Source: an optimization exercise on an open RTL-to-GDS flow (aim: small area, a short achievable clock period and few clock cycles per item). Production flows keep margins and buffers that such runs may drop. The RTL was checked by simulation tests, not by an equivalence proof against the original design. Power and IR drop assume default switching activity.

==> flow/design.v <==
`default_nettype none
package sa_pkg;
  typedef enum logic [2:0] {
    IDLE  = 3'd0,
    CLEAR = 3'd1,
    LOAD  = 3'd2,
    FLUSH = 3'd3,
    DRAIN = 3'd4
  } sa_state_e;
  function automatic integer flush_len(input integer rows, input integer cols);
    flush_len = rows + cols - 1;
  endfunction
  function automatic integer row_w(input integer rows);
    row_w = (rows > 1) ? $clog2(rows) : 1;
  endfunction
endpackage
`default_nettype wire
`default_nettype none
module sa_pe
#(
  parameter int DATA_W = 8,
  parameter int ACC_W  = 32
) (
  input  logic              clk,
  input  logic              rst_n,
  input  logic              clr,
  input  logic              step,
  input  logic              signed_en,
  input  logic [DATA_W-1:0] a_in,
  input  logic [DATA_W-1:0] b_in,
  output logic [DATA_W-1:0] a_out,
  output logic [DATA_W-1:0] b_out,
  output logic [ACC_W-1:0]  acc
);
  logic [DATA_W-1:0] r_a;
  logic [DATA_W-1:0] r_b;
  logic [ACC_W-1:0]  r_acc;
  logic [ACC_W-1:0]  w_a_ext;
  logic [ACC_W-1:0]  w_b_ext;
  logic [ACC_W-1:0]  w_prod;
  assign w_a_ext = {{(ACC_W-DATA_W){signed_en & a_in[DATA_W-1]}}, a_in};
  assign w_b_ext = {{(ACC_W-DATA_W){signed_en & b_in[DATA_W-1]}}, b_in};
  assign w_prod  = w_a_ext * w_b_ext;
  always_ff @(posedge clk or negedge rst_n) begin
    if (!rst_n) begin
      r_a   <= '0;
      r_b   <= '0;
      r_acc <= '0;
    end else if (clr) begin
      r_a   <= '0;
      r_b   <= '0;
      r_acc <= '0;
    end else if (step) begin
      r_a   <= a_in;
      r_b   <= b_in;
      r_acc <= r_acc + w_prod;
    end
  end
  assign a_out = r_a;
  assign b_out = r_b;
  assign acc   = r_acc;
endmodule
`default_nettype wire
`default_nettype none
module systolic_array_os_ctrl
#(
  parameter int ROWS   = 4,
  parameter int COLS   = 4,
  parameter int DATA_W = 8,
  parameter int ACC_W  = 32,
  parameter int KLEN_W = 16,
  localparam int OROW_W = (ROWS > 1) ? $clog2(ROWS) : 1
) (
  input  logic                     clk,
  input  logic                     rst_n,
  input  logic                     start,
  input  logic [KLEN_W-1:0]        k_len,
  input  logic                     signed_en,
  output logic                     busy,
  input  logic                     in_valid,
  output logic                     in_ready,
  input  logic [ROWS*DATA_W-1:0]   a_data,
  input  logic [COLS*DATA_W-1:0]   b_data,
  output logic                     out_valid,
  input  logic                     out_ready,
  output logic [OROW_W-1:0]        out_row,
  output logic [COLS*ACC_W-1:0]    out_data,
  output logic                     done
);
  localparam int c_flush_len = sa_pkg::flush_len(ROWS, COLS);
  localparam int c_fcnt_w    = $clog2(c_flush_len + 1);
  localparam int c_row_w     = sa_pkg::row_w(ROWS);
  sa_pkg::sa_state_e             r_state;
  sa_pkg::sa_state_e             w_next;
  logic [KLEN_W-1:0]     r_k_len;
  logic                  r_signed;
  logic [KLEN_W-1:0]     r_cnt;
  logic [c_fcnt_w-1:0]   r_fcnt;
  logic [c_row_w-1:0]    r_row;
  logic                  r_done;
  logic                  w_clr;
  logic                  w_step;
  logic                  w_last_row;
  logic [ROWS*DATA_W-1:0] w_a_feed;
  logic [COLS*DATA_W-1:0] w_b_feed;
  logic [DATA_W-1:0] w_a_pass [ROWS][COLS+1];
  logic [DATA_W-1:0] w_b_pass [ROWS+1][COLS];
  logic [ACC_W-1:0]  w_acc    [ROWS][COLS];
  assign w_last_row = (r_row == c_row_w'(ROWS - 1));
  always_comb begin
    w_next = r_state;
    w_clr  = 1'b0;
    w_step = 1'b0;
    case (r_state)
      sa_pkg::IDLE:  if (start) w_next = sa_pkg::CLEAR;
      sa_pkg::CLEAR: begin
        w_clr  = 1'b1;
        w_next = (r_k_len != '0) ? sa_pkg::LOAD : sa_pkg::DRAIN;
      end
      sa_pkg::LOAD: if (in_valid) begin
        w_step = 1'b1;
        if (r_cnt == r_k_len - 1'b1) w_next = sa_pkg::FLUSH;
      end
      sa_pkg::FLUSH: begin
        w_step = 1'b1;
        if (r_fcnt == c_fcnt_w'(c_flush_len - 1)) w_next = sa_pkg::DRAIN;
      end
      sa_pkg::DRAIN: if (out_ready && w_last_row) w_next = sa_pkg::IDLE;
      default: w_next = sa_pkg::IDLE;
    endcase
  end
  always_ff @(posedge clk or negedge rst_n) begin
    if (!rst_n) begin
      r_state  <= sa_pkg::IDLE;
      r_k_len  <= '0;
      r_signed <= 1'b0;
      r_cnt    <= '0;
      r_fcnt   <= '0;
      r_row    <= '0;
      r_done   <= 1'b0;
    end else begin
      r_state <= w_next;
      r_done  <= (r_state == sa_pkg::DRAIN) && out_ready && w_last_row;
      case (r_state)
        sa_pkg::IDLE: if (start) begin
          r_k_len  <= k_len;
          r_signed <= signed_en;
        end
        sa_pkg::CLEAR: begin
          r_cnt  <= '0;
          r_fcnt <= '0;
          r_row  <= '0;
        end
        sa_pkg::LOAD:  if (in_valid) r_cnt <= r_cnt + 1'b1;
        sa_pkg::FLUSH: r_fcnt <= r_fcnt + 1'b1;
        sa_pkg::DRAIN: if (out_ready) r_row <= w_last_row ? '0 : r_row + 1'b1;
        default: ;
      endcase
    end
  end
  assign w_a_feed = (r_state == sa_pkg::LOAD) ? a_data : '0;
  assign w_b_feed = (r_state == sa_pkg::LOAD) ? b_data : '0;
  for (genvar gi = 0; gi < ROWS; gi++) begin : g_a_skew
    if (gi == 0) begin : g_direct
      assign w_a_pass[gi][0] = w_a_feed[(gi)*(DATA_W) +: (DATA_W)];
    end else begin : g_delay
      logic [DATA_W-1:0] r_dly [gi];
      always_ff @(posedge clk or negedge rst_n) begin
        if (!rst_n) begin
          for (int d = 0; d < gi; d++) r_dly[d] <= '0;
        end else if (w_clr) begin
          for (int d = 0; d < gi; d++) r_dly[d] <= '0;
        end else if (w_step) begin
          r_dly[0] <= w_a_feed[(gi)*(DATA_W) +: (DATA_W)];
          for (int d = 1; d < gi; d++) r_dly[d] <= r_dly[d-1];
        end
      end
      assign w_a_pass[gi][0] = r_dly[gi-1];
    end
  end
  for (genvar gj = 0; gj < COLS; gj++) begin : g_b_skew
    if (gj == 0) begin : g_direct
      assign w_b_pass[0][gj] = w_b_feed[(gj)*(DATA_W) +: (DATA_W)];
    end else begin : g_delay
      logic [DATA_W-1:0] r_dly [gj];
      always_ff @(posedge clk or negedge rst_n) begin
        if (!rst_n) begin
          for (int d = 0; d < gj; d++) r_dly[d] <= '0;
        end else if (w_clr) begin
          for (int d = 0; d < gj; d++) r_dly[d] <= '0;
        end else if (w_step) begin
          r_dly[0] <= w_b_feed[(gj)*(DATA_W) +: (DATA_W)];
          for (int d = 1; d < gj; d++) r_dly[d] <= r_dly[d-1];
        end
      end
      assign w_b_pass[0][gj] = r_dly[gj-1];
    end
  end
  for (genvar gi = 0; gi < ROWS; gi++) begin : g_pe_row
    for (genvar gj = 0; gj < COLS; gj++) begin : g_pe_col
      sa_pe #(
        .DATA_W (DATA_W),
        .ACC_W  (ACC_W)
      ) u_pe (
        .clk       (clk),
        .rst_n     (rst_n),
        .clr       (w_clr),
        .step      (w_step),
        .signed_en (r_signed),
        .a_in      (w_a_pass[gi][gj]),
        .b_in      (w_b_pass[gi][gj]),
        .a_out     (w_a_pass[gi][gj+1]),
        .b_out     (w_b_pass[gi+1][gj]),
        .acc       (w_acc[gi][gj])
      );
    end
  end
  always_comb begin
    out_data = '0;
    if (r_state == sa_pkg::DRAIN) begin
      for (int j = 0; j < COLS; j++) out_data[(j)*(ACC_W) +: (ACC_W)] = w_acc[r_row][j];
    end
  end
  assign busy      = (r_state != sa_pkg::IDLE);
  assign in_ready  = (r_state == sa_pkg::LOAD);
  assign out_valid = (r_state == sa_pkg::DRAIN);
  assign out_row   = r_row;
  assign done      = r_done;
endmodule
`default_nettype wire
==> flow/run.sh <==
#!/bin/bash
# synth_recipe.tcl (not shown) runs the flow's synth.tcl, then flattens the netlist and writes it again
# the make line also repeats each setting of config.mk as NAME=value (left out here)
make -C /OpenROAD-flow-scripts/flow DESIGN_CONFIG=/design/flow/config.mk WORK_HOME=/design/flow/orfs CLKGATE_MAP_FILE= SYNTH_SCRIPT=/design/flow/synth_recipe.tcl finish
==> flow/config.mk <==
export PLATFORM = sky130hd
export DESIGN_NAME = systolic_array_os_ctrl
export DESIGN_NICKNAME = systolic_array_os_ctrl
export VERILOG_FILES = /design/flow/design.v
export SDC_FILE = /design/flow/constraint.sdc
export NUM_CORES = 4
export LEC_CHECK = 0
export CAP_MARGIN = 20
export CORE_MARGIN = 2
export CORE_UTILIZATION = 40
export PLACE_DENSITY = 0.6
export SLEW_MARGIN = 20
==> flow/constraint.sdc <==
create_clock -name core_clock -period 10.0 [get_ports {clk}]
set_input_delay 2.0000 -clock core_clock [delete_from_list [all_inputs] [get_ports {clk}]]
set_output_delay 2.0000 -clock core_clock [all_outputs]
set_load 0.01 [all_outputs]
==> notes.md <==
area by class of cell:
| cell class | instances | share of cell area, % |
|---|---|---|
| Multi-Input combinational cell | 8952 | 66.1 |
| Tap cell | 3515 | 3.79 |
| Antenna cell | 9 | 0.0194 |
| Inverter | 1662 | 5.38 |
| Sequential cell | 842 | 18.2 |
| Clock buffer | 139 | 2.69 |
| Clock inverter | 72 | 0.999 |
| Timing Repair Buffer | 335 | 2.83 |
cells in the final DEF (no fill, tap or decap), types with 237 or more instances in the layout:
| cell | n |
|---|---|
| nor2_1 | 402 |
| xor2_1 | 277 |
| fa_1 | 1136 |
| a21oi_1 | 533 |
| o21ai_0 | 715 |
| xnor2_1 | 434 |
| nand3_1 | 237 |
| ha_1 | 1110 |
| a22o_1 | 260 |
| and2_1 | 474 |
| inv_1 | 1661 |
| nand2_1 | 1419 |
| a21o_1 | 270 |
| dfrtp_1 | 841 |
how the worst max path moves through the flow:
| stage | slack, ns | to | from |
|---|---|---|---|
| finish | 0.64 | g_pe_row[0].g_pe_col[1].u_pe.r_acc[30]$_DFFE_PN0P_ | r_signed$_DFFE_PN0P_ |
| global placement | 0.09 | g_pe_row[0].g_pe_col[0].u_pe.r_acc[31]$_DFFE_PN0P_ | b_data[0] |
| floorplan | 0.41 | g_pe_row[0].g_pe_col[0].u_pe.r_acc[31]$_DFFE_PN0P_ | a_data[7] |
| global route | 0.06 | g_pe_row[0].g_pe_col[1].u_pe.r_acc[30]$_DFFE_PN0P_ | r_signed$_DFFE_PN0P_ |
| detailed placement | 0.04 | g_pe_row[0].g_pe_col[0].u_pe.r_acc[31]$_DFFE_PN0P_ | b_data[0] |
| CTS | 0.62 | g_pe_row[0].g_pe_col[1].u_pe.r_acc[30]$_DFFE_PN0P_ | r_signed$_DFFE_PN0P_ |
metal layers:
layer | routed length (um) | up-vias
li1 | - | 39854
met1 | 137000 | 43342
met2 | 155000 | 2476
met3 | 17700 | 542
met4 | 18400 | 0
met5 | 0 | -
synth_stat cells (all sizes together), types with 90 or more instances:
cell | count | area [um^2]
nand2 | 1419 | 5330
xor2 | 277 | 2430
o21ai | 741 | 3710
a21oi | 534 | 2680
nor2b | 98 | 613
nand2b | 164 | 1030
inv | 1662 | 6240
clkbuf | 563 | 2110
nor3 | 90 | 450
nand3 | 237 | 1190
a22o | 260 | 2280
and3 | 160 | 1000
ha | 1114 | 13900
fa | 1136 | 22700
nor2 | 406 | 1520
xnor2 | 441 | 3870
a22oi | 198 | 1490
a31oi | 144 | 901
a21o | 270 | 2030
and2 | 476 | 2980
dfrtp | 842 | 21100
power breakdown:
part	switching (W)	internal, W	total, W	leakage [nW]
Clock	0.00183	0.00289	0.00471	2.07
Sequential	0.00272	0.00465	0.00737	11.4
Combinational	0.0114	0.00699	0.0184	43.4
Total	0.0159	0.0145	0.0304	56.9
worst reg2reg max path: cells and delay by family, from the launching register on:
family	cells	cell delay, ns
buf+inv	3	0.84
flops	1	0.76
fa+ha+maj	7	3.25
simple gates	6	0.90
xor+xnor	2	0.80
compound gates	11	2.66
kinds of logic (layout without fill, tap and decap cells):
logic type / count (synthesis) / after routing / share of synthesized area [%]
flip-flops: 842 / 842 / 19.9
XOR/XNOR: 718 / 718 / 5.94
adder cells (fa/ha/maj): 2250 / 2250 / 34.6
AO/OA/AOI/OAI: 2705 / 2705 / 16.7
buffers and inverters: 2232 / 2208 / 7.91
AND/OR/NAND/NOR: 3243 / 3243 / 14.6
multiplexers: 36 / 36 / 0.367
other: 0 / 9 / 0
registers in the layout, indices dropped and copies added, names as in the netlist, 3 cells and up:
| name | cells |
|---|---|
| g_pe_row.g_pe_col.u_pe.r_acc | 512 |
| g_pe_row.g_pe_col.u_pe.r_a | 96 |
| g_pe_row.g_pe_col.u_pe.r_b | 96 |
| g_a_skew.g_delay.r_dly | 48 |
| g_b_skew.g_delay.r_dly | 48 |
| r_cnt | 16 |
| r_k_len | 16 |
| r_fcnt | 3 |
| r_state | 3 |
through the flow:
stage	setup WS (ns)	instances
6_report	0.638	15526
3_5_place_dp	0.0350	15306
5_1_grt	0.0631	15519
3_3_place_gp	0.0929	15306
2_1_floorplan	0.409	12026
4_1_cts	0.616	15517
==> results.py <==
metrics = {
    "status": {
        "outcome": "timing/DRC/antenna clean",
    },
    "worst_setup_path": {
        "r2r-start": "r_signed$_DFFE_PN0P_",
        "crit_path_top_delay_cell": "dfrtp_4",
        "critPathTopFamily": "adder cells",
        "cpPeakStageDelay_ns": 0.76,
        "worstRegToRegCells": 29,
        "cp.arrival_ns": 9.99,
        "end_kind": "flop",
        "path_depth": 29,
        "crit_buf_inv": 3,
        "crit_required_ns": 10.62,
        "r2r-end": "g_pe_row[0].g_pe_col[1].u_pe.r_acc[30]$_DFFE_PN0P_",
        "cp_max_fo": 32,
        "worstSetupPathType": "flop to flop",
        "regToRegSetupSlack_ns": 0.64,
        "critPathMostFrequentCell": "fa_1",
        "start_kind": "flop",
    },
    "sta": {
        "setup_viol": 0,
        "timing.hold.ws_ns": 0.468,
        "setup_tns_ns": 0,
        "skew_ns": 0.0552,
        "min_period_over_period_pct": 93.6,
        "period_needed_ns": 9.36,
        "worstMarginPinSlew_ns": 1.21,
        "hold_violations": 0,
        "fmax_mhz": 107,
        "slew_headroom_pct": 18.8,
        "rsz0062_at_grt": "false",
        "maxSlewViolCount": 0,
    },
    "run": {
        "cap_violations": 0,
    },
    "routing": {
        "drt_first_pass_iters": 10,
        "drt_wl_total_mm": 329,
        "ant_nets": 0,
        "via_count": 86214,
        "drt_iter0_markers": 6419,
        "route.detailed.drc": 0,
        "wl_per_cell_um": 21.2,
        "vias_per_cell": 5.55,
    },
    "clock_network": {
        "clkSinkCount": 842,
        "clk_pin_slew_worst_paths_ns": 0.06,
        "cts_setup_buffers": 0,
        "cts_resized": 0,
        "clock_latency_ns": 0.79,
        "cts_buffer_depth": 3,
        "cts-htree-levels": 3,
        "clockRootBuffer": "clkbuf_16",
        "numCtsBuffers": 113,
        "cts_tree": "yes",
        "cts-hold-fix-buffers": 0,
    },
    "synth": {
        "synth_cells": 12026,
        "synth.avg_cell_area_um2": 8.81,
        "syn_area_um2": 106000,
        "async_reset_ff_share_pct": 100,
        "syn_nets": 14362,
        "yosysSeqAreaShare_pct": 19.9,
        "yosys_warnings": 19,
        "synth_ff_type": "dfrtp_1",
        "synth-seq-cells": 842,
        "synth_cell_type_count": 85,
        "synth_edf_count": 0,
    },
    "min_path": {
        "hp-start": "g_a_skew[3].g_delay.r_dly[0][5]$_DFFE_PN0P_",
        "hold_path_depth": 2,
        "hold_path.class": "flop to flop",
        "hold_path_end": "g_a_skew[3].g_delay.r_dly[0][5]$_DFFE_PN0P_",
    },
    "place": {
        "port_buffers": 219,
        "place.gp.congestion": 0.938,
        "postPlaceCellArea_um2": 112000,
        "place_hpwl_mm": 256,
    },
    "finish": {
        "seqCellArea_um2": 21100,
        "fin_nets": 14242,
        "final_area_um2": 116000,
        "area_growth_pct": 9.43,
        "fill_cells": 25518,
        "fin_util_pct": 44.1,
        "drive_gt1_share_pct": 3.51,
        "multi_input_area_um2": 76600,
    },
    "global_routing": {
        "overflow": 0,
        "antenna_found_initial": 12,
        "gr-usage-all-layers_pct": 24.2,
        "grt_busiest_layer": "met2",
        "grt_pass1_wl_mm": 514,
        "grt_use_met3_pct": 2.52,
        "grt_max_degree": 214,
        "grt_pass1_vias": 88766,
        "grt_use_met2_pct": 40.1,
        "grt_use_met1_pct": 31.4,
    },
    "floorplanning": {
        "fp.dieH_um": 519,
        "io_pins": 220,
        "start_util_pct": 40.3,
        "row_count": 188,
        "die_w_um": 519,
        "core_um2": 263000,
        "dieArea_um2": 269000,
    },
    "power": {
        "power_w": 0.0304,
        "power_density_nw_per_um2": 263,
        "leakagePower_nw": 56.9,
        "peakVddDrop_uv": 271,
    },
}
Testbench counts, summed over its fixed seeds: cycles 14,458, jobs 320.

port drivers added, routing unchanged:
How much do the figures lean on ideal ports? The routed layout below was timed once more, with nothing changed but the port constraints.
Step 1, drivers: a clkbuf_16 drives clk and a buf_2 each remaining input, both assumed.
Step 2 moves the port delays by t, midway between the first and last clock arrival at a register: inputs arrive t later, outputs are due t later. That takes back most of the time a late clock gives input paths.
Three values: no drivers, after step 1, after step 2; two values: the first two.
t (ns): 0.863
setup slack, ns: 0.638 / 0.638 / -0.064
worst setup path after step 2: input to register
worst register clock-pin slew, ns: 0.07 / 0.07
pins driven straight from the clock port: 1
With both steps, setup timing fails in this run, where it was met with ideal ports. For this run, drivers alone change the setup slack by 0.000 ns; drivers and shift together by -0.702 ns.
